This design comes from an exercise in tuning for small area on the open sky130 flow, not from production work.
RTL that was checked went through simulation tests only; none was proved equivalent to the original.
No activity file was given, so power comes from the tool's default toggle rates.

old:
==> module riscvTop, before the edit <==
module riscvTop (
   input  logic        CLK,
   input  logic        RSTn,
   output logic        iMemCsn,
   output logic [11:0] iMemAddr,    
   input  logic [31:0] iMemData,
   output logic        dMemCsn,
   output logic [11:0] dMemAddr,    
   output logic [31:0] dMemDout,
   input  logic [31:0] dMemData,
   output logic        dMemWen,
   output logic        rfWe,
   output logic [4:0]  rfRa1,
   output logic [4:0]  rfRa2,
   output logic [4:0]  rfWa,
   input  logic [31:0] rfRd1,
   input  logic [31:0] rfRd2,
   output logic [31:0] rfWd,
   output logic        halt,
   output logic [31:0] numInst
);
   logic [9:0]  pc;       
   logic [3:0]  ph;
   logic [31:0] r;
   logic [3:0]  prev;
   logic        carry, eq;
   wire [31:0] ins = iMemData;
   wire [2:0]  f3  = ins[14:12];
   wire isJal   = ins[3];
   wire isLui   = ins[2] & ~ins[3];
   wire isSys   = ins[6] & ins[4];
   wire isBr    = ins[6] & ~ins[4] & ~ins[2];
   wire isLoad  = ~ins[5] & ~ins[4];
   wire isStore = ~ins[6] & ins[5] & ~ins[4];
   wire isImm   = ~ins[5] & ins[4];
   wire isAlu   = ~ins[6] & ins[4] & ~ins[2];    
   wire isReg   = isAlu & ins[5];
   wire regWr   = isAlu | isLui | isJal | isLoad;
   wire aluOp   = isAlu & ~p2;
   wire isSll   = aluOp & (f3 == 3'b001);
   wire isSrl   = aluOp & (f3 == 3'b101);
   wire isSlt   = aluOp & (f3 == 3'b010);
   wire isLogic = aluOp & f3[2] & (f3[1] | ~f3[0]);    
   wire isSub   = ~p2 & ((isReg & (f3 == 3'b000) & ins[30]) | (isAlu & (f3 == 3'b010)) | isBr);
   wire p2    = ph[3] & ~ph[2];             
   wire prime = (ph == 4'd15);
   wire wr    = ph[3] & ph[2] & ~ph[1];     
   wire [2:0] dig = ph[2:0];
   wire [4:0] shamt = isImm ? ins[24:20] : rfRd2[4:0];
   wire       frac  = |shamt[1:0];
   logic [4:0] first;    
   logic [1:0] fs;
   always_comb begin
      first = 5'h1f;
      fs    = 2'd0;
      if (isSrl) begin
         first = {2'b0, shamt[4:2]} + {4'd0, frac} - 5'd1;
         fs    = -shamt[1:0];
      end else if (isSll) begin
         first = ~{2'b0, shamt[4:2]};
         fs    = shamt[1:0];
      end
   end
   logic [4:0] ri;
   wire  setup = (ph == 4'd14);
   always_ff @(posedge CLK) ri <= setup ? first : ri + 5'd1;
   wire       usePc   = isJal | p2;
   wire       inRange = (ri[4:3] == 2'b00) & ~isLui & ~usePc;
   logic [3:0] pcDig;
   always_comb begin
      case (dig)
         3'd0: pcDig = {pc[1:0], 2'b00};
         3'd1: pcDig = pc[5:2];
         3'd2: pcDig = pc[9:6];
         default: pcDig = 4'd0;
      endcase
   end
   wire [3:0] cur = inRange ? rfRd1[{ri[2:0], 2'b00} +: 4] : (usePc ? pcDig : 4'd0);
   wire [7:0] fun = {cur, prev};
   wire [3:0] opA;
   assign opA[0] = fun[4 - fs];
   assign opA[1] = fun[5 - fs];
   assign opA[2] = fun[6 - fs];
   assign opA[3] = fun[7 - fs];
   wire taken = isJal | (isBr & (eq ^ ins[12]));
   wire useS  = isStore | isBr;
   logic [3:0] immIS;
   always_comb begin
      case (dig)
         3'd0: immIS = useS ? ins[10:7] : ins[23:20];
         3'd1: immIS = {ins[27:25], useS ? ins[11] : ins[24]};
         3'd2: immIS = {p2 ? (isJal ? ins[20] : ins[7]) : ins[31], ins[30:28]};
         default: immIS = {4{ins[31]}};
      endcase
   end
   wire [3:0] immU   = (dig < 3'd3) ? 4'd0 : ins[{dig, 2'b00} +: 4];
   wire [3:0] four   = {1'b0, dig == 3'd0, 2'b00};
   wire [3:0] rs2Dig = rfRd2[{dig, 2'b00} +: 4];
   logic [3:0] opB;
   always_comb begin
      if (p2)                opB = taken ? immIS : four;
      else if (isReg | isBr) opB = rs2Dig;
      else if (isLui)        opB = immU;
      else if (isJal)        opB = four;
      else                   opB = immIS;
   end
   wire [3:0] bx = opB ^ {4{isSub}};
   logic [3:0] tt;
   always_comb begin
      if (isSll | isSrl) tt = 4'b1100;    
      else if (isSlt)    tt = 4'b0000;
      else if (isLogic)  tt = (f3[1:0] == 2'b00) ? 4'b0110 : (f3[0] ? 4'b1000 : 4'b1110);
      else               tt = 4'b0110;
   end
   wire arith = ~(isSll | isSrl | isSlt | isLogic);
   logic [4:0] c;
   logic [3:0] out;
   always_comb begin
      c[0] = carry;
      for (int i = 0; i < 4; i++) begin
         out[i]   = tt[{opA[i], bx[i]}] ^ (arith & c[i]);
         c[i + 1] = (opA[i] & bx[i]) | (c[i] & (opA[i] ^ bx[i]));
      end
   end
   wire b31 = isImm ? ins[31] : rfRd2[31];
   wire lt  = ~carry ^ rfRd1[31] ^ b31;
   wire p1dig = ~ph[3] & ~p2;
   always_ff @(posedge CLK) begin
      r     <= {out, r[31:4]};
      prev  <= cur;
      carry <= prime ? isSub : (~wr & c[4]);
      eq    <= ((p1dig & (dig == 3'd0)) | eq) & (~p1dig | (out == 4'd0));
   end
   wire last = p2 & ph[1];                  
   always_ff @(posedge CLK) begin
      if (RSTn) begin
         ph   <= 4'd14;
         pc   <= 10'd0;
         halt <= 1'b0;
      end else begin
         case (ph)
            4'd7:    ph <= 4'd12;
            4'd12:   ph <= 4'd8;
            4'd10:   ph <= 4'd14;
            default: ph <= ph + 4'd1;
         endcase
         if (last && !isSys) pc <= {out, r[31:26]};
         if (wr && isSys) halt <= 1'b1;
      end
   end
   logic       cc, clr;
   wire        rot = p1dig & ~halt;
   wire [4:0]  inc = {1'b0, clr ? 4'd0 : numInst[3:0]} + {4'd0, (dig == 3'd0) | cc};
   always_ff @(posedge CLK) begin
      cc <= inc[4];
      if (rot) numInst <= {inc[3:0], numInst[31:4]};
      if (RSTn) clr <= 1'b1;
      else if (rot && dig == 3'd7) clr <= 1'b0;
   end
   assign iMemCsn  = 1'b0;
   assign iMemAddr = {pc, 2'b00};
   assign rfRa1    = ins[19:15];
   assign rfRa2    = ins[24:20];
   assign rfWa     = ins[11:7];
   assign rfWe     = wr & regWr & (ins[11:7] != 5'd0);
   assign rfWd     = isLoad ? dMemData : {r[31:1], r[0] | (isSlt & lt)};
   assign dMemCsn  = 1'b0;
   assign dMemWen  = ~(wr & isStore);
   assign dMemAddr = r[13:2];
   assign dMemDout = rfRd2;
endmodule
==> flow/config.mk <==
export PLATFORM = sky130hd
export DESIGN_NAME = riscvTop
export DESIGN_NICKNAME = riscvTop
export VERILOG_FILES = /design/flow/design.v
export SDC_FILE = /design/flow/constraint.sdc
export NUM_CORES = 4
export LEC_CHECK = 0
export CAP_MARGIN = 20
export CORE_MARGIN = 2
export CORE_UTILIZATION = 40
export CTS_BUF_LIST = sky130_fd_sc_hd__clkbuf_8
export SLEW_MARGIN = 20
==> flow/constraint.sdc <==
create_clock -name core_clock -period 7.0 [get_ports {CLK}]
set_input_delay 1.4000 -clock core_clock [delete_from_list [all_inputs] [get_ports {CLK}]]
set_output_delay 1.4000 -clock core_clock [all_outputs]
set_load 0.01 [all_outputs]
standard.sh (not shown) runs the stock make flow with config.mk's settings and CLKGATE_MAP_FILE= SYNTH_SCRIPT=/design/flow/synth_recipe.tcl, a recipe that flattens the netlist after the stock synthesis.
==> flow/flow/run.sh <==
#!/bin/bash
# Standard ORFS layout with two changes:
#  - ABC maps the combinational logic for area (flow/abc_area.script) instead
#    of ORFS's delay-oriented script; everything else in synthesis, including
#    the flip-flops and their names, is unchanged;
#  - the port buffers are the smallest buffer (buf_1); the resizer still
#    upsizes any that timing, slew or capacitance need.
set -euo pipefail
rm -rf scripts_local
cp -r "$FLOW_HOME/scripts" scripts_local
cp flow/abc_area.script scripts_local/abc_speed.script
export SCRIPTS_DIR="$PWD/scripts_local"
export BUFFER_PORTS_ARGS="-buffer_cell sky130_fd_sc_hd__buf_1"
export CTS_ARGS="-sink_clustering_enable -repair_clock_nets -buf_list sky130_fd_sc_hd__clkbuf_8 -dont_use_dummy_load"
bash standard.sh > standard_make.log 2>&1
==> flow/flow/abc_area.script <==
strash
&get -n
&st
&syn2
&synch2
&put
dch -f
amap
strash
dch -f
amap
topo
stime -c
--- input diff old..new ---
--- a/flow/design.v
+++ b/flow/design.v
@@ -22,7 +22,7 @@
 );
    logic [9:0]  pc;       
    logic [3:0]  ph;
-   logic [31:0] r;
+   logic [31:4] r;       
    logic [3:0]  prev;
    logic        carry, eq;
    wire [31:0] ins = iMemData;
@@ -45,26 +45,21 @@
    wire isSub   = ~p2 & ((isReg & (f3 == 3'b000) & ins[30]) | (isAlu & (f3 == 3'b010)) | isBr);
    wire p2    = ph[3] & ~ph[2];             
    wire prime = (ph == 4'd15);
-   wire wr    = ph[3] & ph[2] & ~ph[1];     
+   wire wr    = ~ph[3] & (ph[2:0] == 3'd7);
    wire [2:0] dig = ph[2:0];
    wire [4:0] shamt = isImm ? ins[24:20] : rfRd2[4:0];
    wire       frac  = |shamt[1:0];
-   logic [4:0] first;    
+   logic [4:0] ri;
    logic [1:0] fs;
    always_comb begin
-      first = 5'h1f;
-      fs    = 2'd0;
-      if (isSrl) begin
-         first = {2'b0, shamt[4:2]} + {4'd0, frac} - 5'd1;
-         fs    = -shamt[1:0];
-      end else if (isSll) begin
-         first = ~{2'b0, shamt[4:2]};
-         fs    = shamt[1:0];
-      end
+      fs = 2'd0;
+      if (isSrl)      fs = -shamt[1:0];
+      else if (isSll) fs = shamt[1:0];
    end
-   logic [4:0] ri;
-   wire  setup = (ph == 4'd14);
-   always_ff @(posedge CLK) ri <= setup ? first : ri + 5'd1;
+   wire [4:0] first = isSrl ? {2'b00, shamt[4:2]} : isSll ? {2'b11, ~shamt[4:2]} : 5'h1f;
+   wire       setup = (ph == 4'd14);
+   wire       hold  = prime & isSrl & ~frac;
+   always_ff @(posedge CLK) ri <= setup ? first : ri + {4'd0, ~hold};
    wire       usePc   = isJal | p2;
    wire       inRange = (ri[4:3] == 2'b00) & ~isLui & ~usePc;
    logic [3:0] pcDig;
@@ -124,10 +119,10 @@
       end
    end
    wire b31 = isImm ? ins[31] : rfRd2[31];
-   wire lt  = ~carry ^ rfRd1[31] ^ b31;
+   wire lt  = ~c[4] ^ rfRd1[31] ^ b31;
    wire p1dig = ~ph[3] & ~p2;
    always_ff @(posedge CLK) begin
-      r     <= {out, r[31:4]};
+      r     <= {out, r[31:8]};
       prev  <= cur;
       carry <= prime ? isSub : (~wr & c[4]);
       eq    <= ((p1dig & (dig == 3'd0)) | eq) & (~p1dig | (out == 4'd0));
@@ -140,8 +135,6 @@
          halt <= 1'b0;
       end else begin
          case (ph)
-            4'd7:    ph <= 4'd12;
-            4'd12:   ph <= 4'd8;
             4'd10:   ph <= 4'd14;
             default: ph <= ph + 4'd1;
          endcase
@@ -164,9 +157,9 @@
    assign rfRa2    = ins[24:20];
    assign rfWa     = ins[11:7];
    assign rfWe     = wr & regWr & (ins[11:7] != 5'd0);
-   assign rfWd     = isLoad ? dMemData : {r[31:1], r[0] | (isSlt & lt)};
+   assign rfWd     = isLoad ? dMemData : {out, r[31:5], r[4] | (isSlt & lt)};
    assign dMemCsn  = 1'b0;
    assign dMemWen  = ~(wr & isStore);
-   assign dMemAddr = r[13:2];
+   assign dMemAddr = r[17:6];
    assign dMemDout = rfRd2;
 endmodule
==> comparison <==
- Share of total power in sequential cells delta for new relative to old: 1.0 points higher
- Max total power across new and old: old
- Changes observed in new relative to old: worst setup slack went down by 0.96 ns; wire length went up by about 4%; combinational cell fraction of total power went down by 2.4 points; buffering overhead went up by 3.4 points.
- old vs new, source of the critical timing path: iMemData[4] vs iMemData[5]
- A critical path start-end classification of primary input to output port is what new shows, while primary input to register belongs to old.
- Taking old as the reference, in new total via count after detailed routing rose 142; sequential share of cell area fell 2.5 points; cell area power density fell 17%; I/O pin total about even.
- Higher number of tap cells inserted was reported by old, not new.
- Looking at fraction of met1 tracks used by global routing across new and old, the one that comes out lower is new.
- Diff old -> new | total stage count of the critical path | up by more than 10%
- new ended with less peak per-stage delay on the critical path than old.
No functional check of the RTL was part of new.

-- afterwards: timing with drivers on the ports --
Ports are ideal in the flow. The routed layouts listed here were re-timed in OpenROAD. Step 1: set_driving_cell puts a clkbuf_16 on CLK and a buf_2 on each other input, an assumption about the parent block. Step 2 also shifts input and output timing later by t, the mid clock arrival at the registers, as if the neighbouring blocks saw the same clock. Three values: no drivers, after step 1, after step 2; two values: the first two.
run | t, ns | slack for setup (ns) | worst hold slack (ns) | worst setup path after step 2 | worst register clock-pin slew, ns
old | 0.382 | 1.221 / 1.226 / 0.844 | 0.355 / 0.355 / 0.355 | input to register | 0.09 / 0.09
new | 0.371 | 0.264 / 0.236 / 0.236 | 0.356 / 0.356 / 0.356 | input to output | 0.08 / 0.08
After both steps setup and hold are still met in every run listed. For old, which loses most, drivers alone change the setup slack by +0.005 ns; drivers and shift together by -0.377 ns.
